Source: an optimization exercise on an open RTL-to-GDS flow (aim: small area). Production flows keep margins and buffers that such runs may drop. Where RTL was checked, it was by simulation tests only, not by an equivalence proof against the original. Power and IR drop assume default switching activity.

## icmp_echo_reply_parser
module icmp_echo_reply_parser (
    input  logic                                i_clk,
    input  logic                                i_rst_n,
    input  logic                                i_valid,
    output logic                                o_ready,
    input  icmp_pkg::t_in                       i_data,
    output logic                                o_valid,
    input  logic                                i_ready,
    output icmp_pkg::t_out                      o_data,
    input  logic                                i_cfg_we,
    input  logic [icmp_pkg::CFG_IDX_W-1:0]      i_cfg_idx,
    input  logic [icmp_pkg::CFG_DATA_W-1:0]     i_cfg_data
);
    logic [15:0] r_echo_id;
    logic        r_report_other;
    always_ff @(posedge i_clk) begin
        if (!i_rst_n) begin
            r_echo_id      <= 16'd0;
            r_report_other <= 1'b1;
        end else if (i_cfg_we) begin
            if (i_cfg_idx == icmp_pkg::CFG_ECHO_ID)      r_echo_id      <= i_cfg_data;
            if (i_cfg_idx == icmp_pkg::CFG_REPORT_OTHER) r_report_other <= i_cfg_data[0];
        end
    end
    logic r_hv;      
    logic r_tv;      
    logic r_rv;      
    logic r_te;      
    logic r_to;      
    logic back_ready;
    logic pop;
    logic to_tail;
    assign back_ready = !r_rv || i_ready;
    assign pop        = r_hv && back_ready;
    logic [10:0] r_cnt;
    logic [3:0]  r_hl4;
    logic        r_proto_ok;
    logic [7:0]  r_ttl;
    logic [7:0]  r_type;
    logic [7:0]  r_code;
    logic [15:0] r_id;
    logic [15:0] r_seq;
    logic [31:0] r_nssec;    
    logic [19:0] r_nsu;      
    logic        r_neg;      
    logic        r_big;      
    logic [7:0]  din;
  ...
Size in the first run: about 1200 cells after synthesis, ~340 flip-flops, ~190 I/O pins, about 16000 sq um of cells after synthesis.
Settings: LEC_CHECK=0, CAP_MARGIN=20, CORE_MARGIN=2, CORE_UTILIZATION=40, CTS_BUF_LIST=sky130_fd_sc_hd__clkbuf_8, CTS_CLUSTER_DIAMETER=60, CTS_CLUSTER_SIZE=16, SLEW_MARGIN=20; clock period 10.0 ns.
run.sh (not shown) runs the stock make flow with config.mk's settings and CLKGATE_MAP_FILE= SYNTH_SCRIPT=/design/flow/synth_recipe.tcl, a recipe that flattens the netlist after the stock synthesis.
Next try:
--- a/flow/design.v
+++ b/flow/design.v
@@ -143,27 +143,26 @@
     logic w15;
     logic neg_c;
     logic big_c;
     assign w15   = wr && in_icmp && (off == 4'd15);
     assign neg_c = w15 ? din[7] : r_neg;
     assign big_c = w15 ? (r_big || (din[6:0] != 7'd0)) : r_big;
     logic [10:0] len;
     logic [10:0] ilen;
-    logic        ilen_bw;
     logic        icmp_ok;
     logic        e_new;
     logic        o_new;
     logic        k_e;
     logic        k_o;
     logic        keep;
-    assign len             = cnt_inc;
-    assign {ilen_bw, ilen} = {1'b0, len} - {6'd0, hl4_c, 2'b00};
-    assign icmp_ok = r_proto_ok && (len >= 11'd20) && !ilen_bw && (ilen[10:3] != 8'd0);
-    assign e_new   = icmp_ok && (r_type == 8'd0) && (r_id == r_echo_id) && (ilen[10:4] != 7'd0);
+    assign len     = r_tv ? r_cnt : cnt_inc;
+    assign ilen    = len - {5'd0, hl4_c, 2'b00};
+    assign icmp_ok = r_proto_ok && (len >= 11'd20) && (len >= {5'd0, hl4_c, 2'b00} + 11'd8);
+    assign e_new   = icmp_ok && (r_type == 8'd0) && (r_id == r_echo_id) && (ilen >= 11'd16);
     assign o_new   = icmp_ok && (r_type != 8'd0) && r_report_other;
     assign k_e     = r_tv ? r_te : e_new;
     assign k_o     = r_tv ? r_to : o_new;
     assign keep    = k_e || k_o;
     logic [31:0] rs;
     logic [19:0] ru;
     logic [31:0] ds;
     logic [19:0] ud;
@@ -181,18 +180,17 @@
     assign borrow = !neg_c && (big_c || !ud_co);
     assign to_tail = push && r_hv && !pop;
     always_ff @(posedge i_clk) begin
         if (!i_rst_n) begin
             r_cnt <= 11'd0;
         end else if (r_tv) begin
             if (pop) r_cnt <= 11'd0;
         end else if (accept) begin
-            if (!i_data.last_byte) r_cnt <= cnt_inc;
-            else if (!to_tail)     r_cnt <= 11'd0;
+            r_cnt <= (i_data.last_byte && !to_tail) ? 11'd0 : cnt_inc;
         end
     end
     always_ff @(posedge i_clk) begin
         if (wr) begin
             if (r_cnt == 11'd0) r_hl4 <= din[3:0];
             if (r_cnt == 11'd8) r_ttl <= din;
             if (r_cnt == 11'd9) r_proto_ok <= (din == icmp_pkg::PROTO_ICMP);
             if (in_icmp) begin
Power went up by a few percent.
Via count went up by a few percent.
Critical path depth went up by 16.
Wire length went up by a few percent.
Die area went up slightly.
No functional check of the RTL was part of the second run of this note.

========
icmp_echo_reply_parser again, from the RTL that the note above started with.
==> flow/design.v (excerpt) <==
module icmp_echo_reply_parser (
    input  logic                                i_clk,
    input  logic                                i_rst_n,
    input  logic                                i_valid,
    output logic                                o_ready,
    input  icmp_pkg::t_in                       i_data,
    output logic                                o_valid,
    input  logic                                i_ready,
    output icmp_pkg::t_out                      o_data,
    input  logic                                i_cfg_we,
    input  logic [icmp_pkg::CFG_IDX_W-1:0]      i_cfg_idx,
    input  logic [icmp_pkg::CFG_DATA_W-1:0]     i_cfg_data
);
    logic [15:0] r_echo_id;
    logic        r_report_other;
    always_ff @(posedge i_clk) begin
        if (!i_rst_n) begin
            r_echo_id      <= 16'd0;
            r_report_other <= 1'b1;
        end else if (i_cfg_we) begin
            if (i_cfg_idx == icmp_pkg::CFG_ECHO_ID)      r_echo_id      <= i_cfg_data;
            if (i_cfg_idx == icmp_pkg::CFG_REPORT_OTHER) r_report_other <= i_cfg_data[0];
        end
    end
    logic r_hv;      
    logic r_tv;      
    logic r_rv;      
    logic r_te;      
    logic r_to;      
    logic back_ready;
    logic pop;
    logic to_tail;
    assign back_ready = !r_rv || i_ready;
    assign pop        = r_hv && back_ready;
    logic [10:0] r_cnt;
    logic [3:0]  r_hl4;
    logic        r_proto_ok;
    logic [7:0]  r_ttl;
    logic [7:0]  r_type;
    logic [7:0]  r_code;
    logic [15:0] r_id;
    logic [15:0] r_seq;
    logic [31:0] r_nssec;    
    logic [19:0] r_nsu;      
    logic        r_neg;      
    logic        r_big;      
    logic [7:0]  din;
    logic        accept;
    logic        push;
    logic        wr;
    logic [3:0]  hl4_c;
    logic [7:0]  rel;        
    logic        in_icmp;
    logic [3:0]  off;
    logic [10:0] cnt_inc;
  ...
clock: 10.0 ns
lec_check: 0
cap_margin: 20
core_margin: 2
core_utilization: 40
cts_buf_list: sky130_fd_sc_hd__clkbuf_8
cts_cluster_diameter: 60
cts_cluster_size: 16
slew_margin: 20
standard.sh (not shown) runs the stock make flow with config.mk's settings and CLKGATE_MAP_FILE= SYNTH_SCRIPT=/design/flow/synth_recipe.tcl, a recipe that flattens the netlist after the stock synthesis.
==> flow/flow/run.sh <==
#!/bin/bash
# Own flow: the standard layout (standard.sh, unchanged synthesis) with
# two changes to how the layout is built:
#  - the port buffers that global placement inserts are the smallest buffer,
#    sky130_fd_sc_hd__buf_1, instead of the cell buffer_ports picks itself;
#  - clock tree synthesis uses clkbuf_8 in small sink clusters and inserts no
#    dummy loads.
set -euo pipefail
export BUFFER_PORTS_ARGS="-buffer_cell sky130_fd_sc_hd__buf_1"
export CTS_ARGS="-sink_clustering_enable -repair_clock_nets -sink_clustering_size 16 -sink_clustering_max_diameter 60 -buf_list sky130_fd_sc_hd__clkbuf_8 -dont_use_dummy_load"
bash standard.sh > standard_make.log 2>&1
Rerun with:
--- a/flow/design.v
+++ b/flow/design.v
@@ -255,25 +255,29 @@
                 if (pop) r_tv <= 1'b0;
             end else begin
                 r_tv <= to_tail;
             end
         end
     end
+    logic sel_n;
+    logic sel_t;
+    assign sel_n = k_e && !r_tv;
+    assign sel_t = k_e && r_tv;
     always_ff @(posedge i_clk) begin
         if (!r_hv || pop) begin
             h_e     <= k_e;
             h_ilen  <= keep ? ilen : 11'd0;
             h_code  <= keep ? r_code : 8'd0;
-            h_u8    <= k_e ? r_ttl : (k_o ? r_type : 8'd0);
+            h_u8    <= (r_ttl & {8{k_e}}) | (r_type & {8{k_o}});
             h_seq   <= k_e ? r_seq : 16'd0;
-            h_b     <= k_e && (r_tv ? r_big : borrow);
-            h_k10   <= k_e && (r_tv ? r_id[0] : k10);
-            h_k12   <= k_e && (r_tv ? r_id[1] : k12);
-            h_k22   <= k_e && (r_tv ? r_id[2] : k22);
-            h_ds    <= k_e ? (r_tv ? r_nssec : ds) : 32'd0;
-            h_du    <= k_e ? (r_tv ? r_nsu : ud) : 20'd0;
+            h_b     <= (sel_n && borrow) || (sel_t && r_big);
+            h_k10   <= (sel_n && k10) || (sel_t && r_id[0]);
+            h_k12   <= (sel_n && k12) || (sel_t && r_id[1]);
+            h_k22   <= (sel_n && k22) || (sel_t && r_id[2]);
+            h_ds    <= (ds & {32{sel_n}}) | (r_nssec & {32{sel_t}});
+            h_du    <= (ud & {20{sel_n}}) | (r_nsu & {20{sel_t}});
         end
     end
     logic        q_e;
     logic [10:0] q_ilen;
     logic [7:0]  q_code;
     logic [7:0]  q_u8;
Utilization is about the same.
Power rises by 1.8%.
Hold slack gains 0.021 ns.
Synthesized cell count went down by 5.1%.
Setup slack improved by 0.23 ns.
Design area goes down by 0.61%.
Area after synthesis is lower by 1.3%.
Sequential power stays flat.
Via count rises by 0.90%.

separate check: timing with driven ports:
Ports are ideal in the flow. The routed layouts listed here were re-timed in OpenROAD.
Step 1 sets driving cells, clkbuf_16 on the clock port and buf_2 on the other inputs (assumed; they add their load-dependent delay and slew).
Step 2, shift: input delay + t, output delay - t, t = (earliest + latest rising clock arrival at the registers) / 2. This alone moves slack from input paths to output paths.
Slacks: ideal / step 1 / step 2; pairs: ideal / step 1.
run	t, ns	setup slack, ns	hold slack, ns
the first run of note 1	0.664	2.351 / 2.367 / 1.703	0.412 / 0.412 / 0.412
the second run of note 1	0.651	2.888 / 2.888 / 2.492	0.424 / 0.424 / 0.424
the first run of note 2	0.637	2.682 / 2.700 / 2.063	0.400 / 0.400 / 0.400
the second run of note 2	0.614	2.909 / 2.909 / 2.909	0.421 / 0.421 / 0.421
After both steps setup and hold are still met in every run listed. The setup slack of the first run of note 1, which loses most, moves by +0.016 ns with the drivers and by -0.648 ns with both steps.
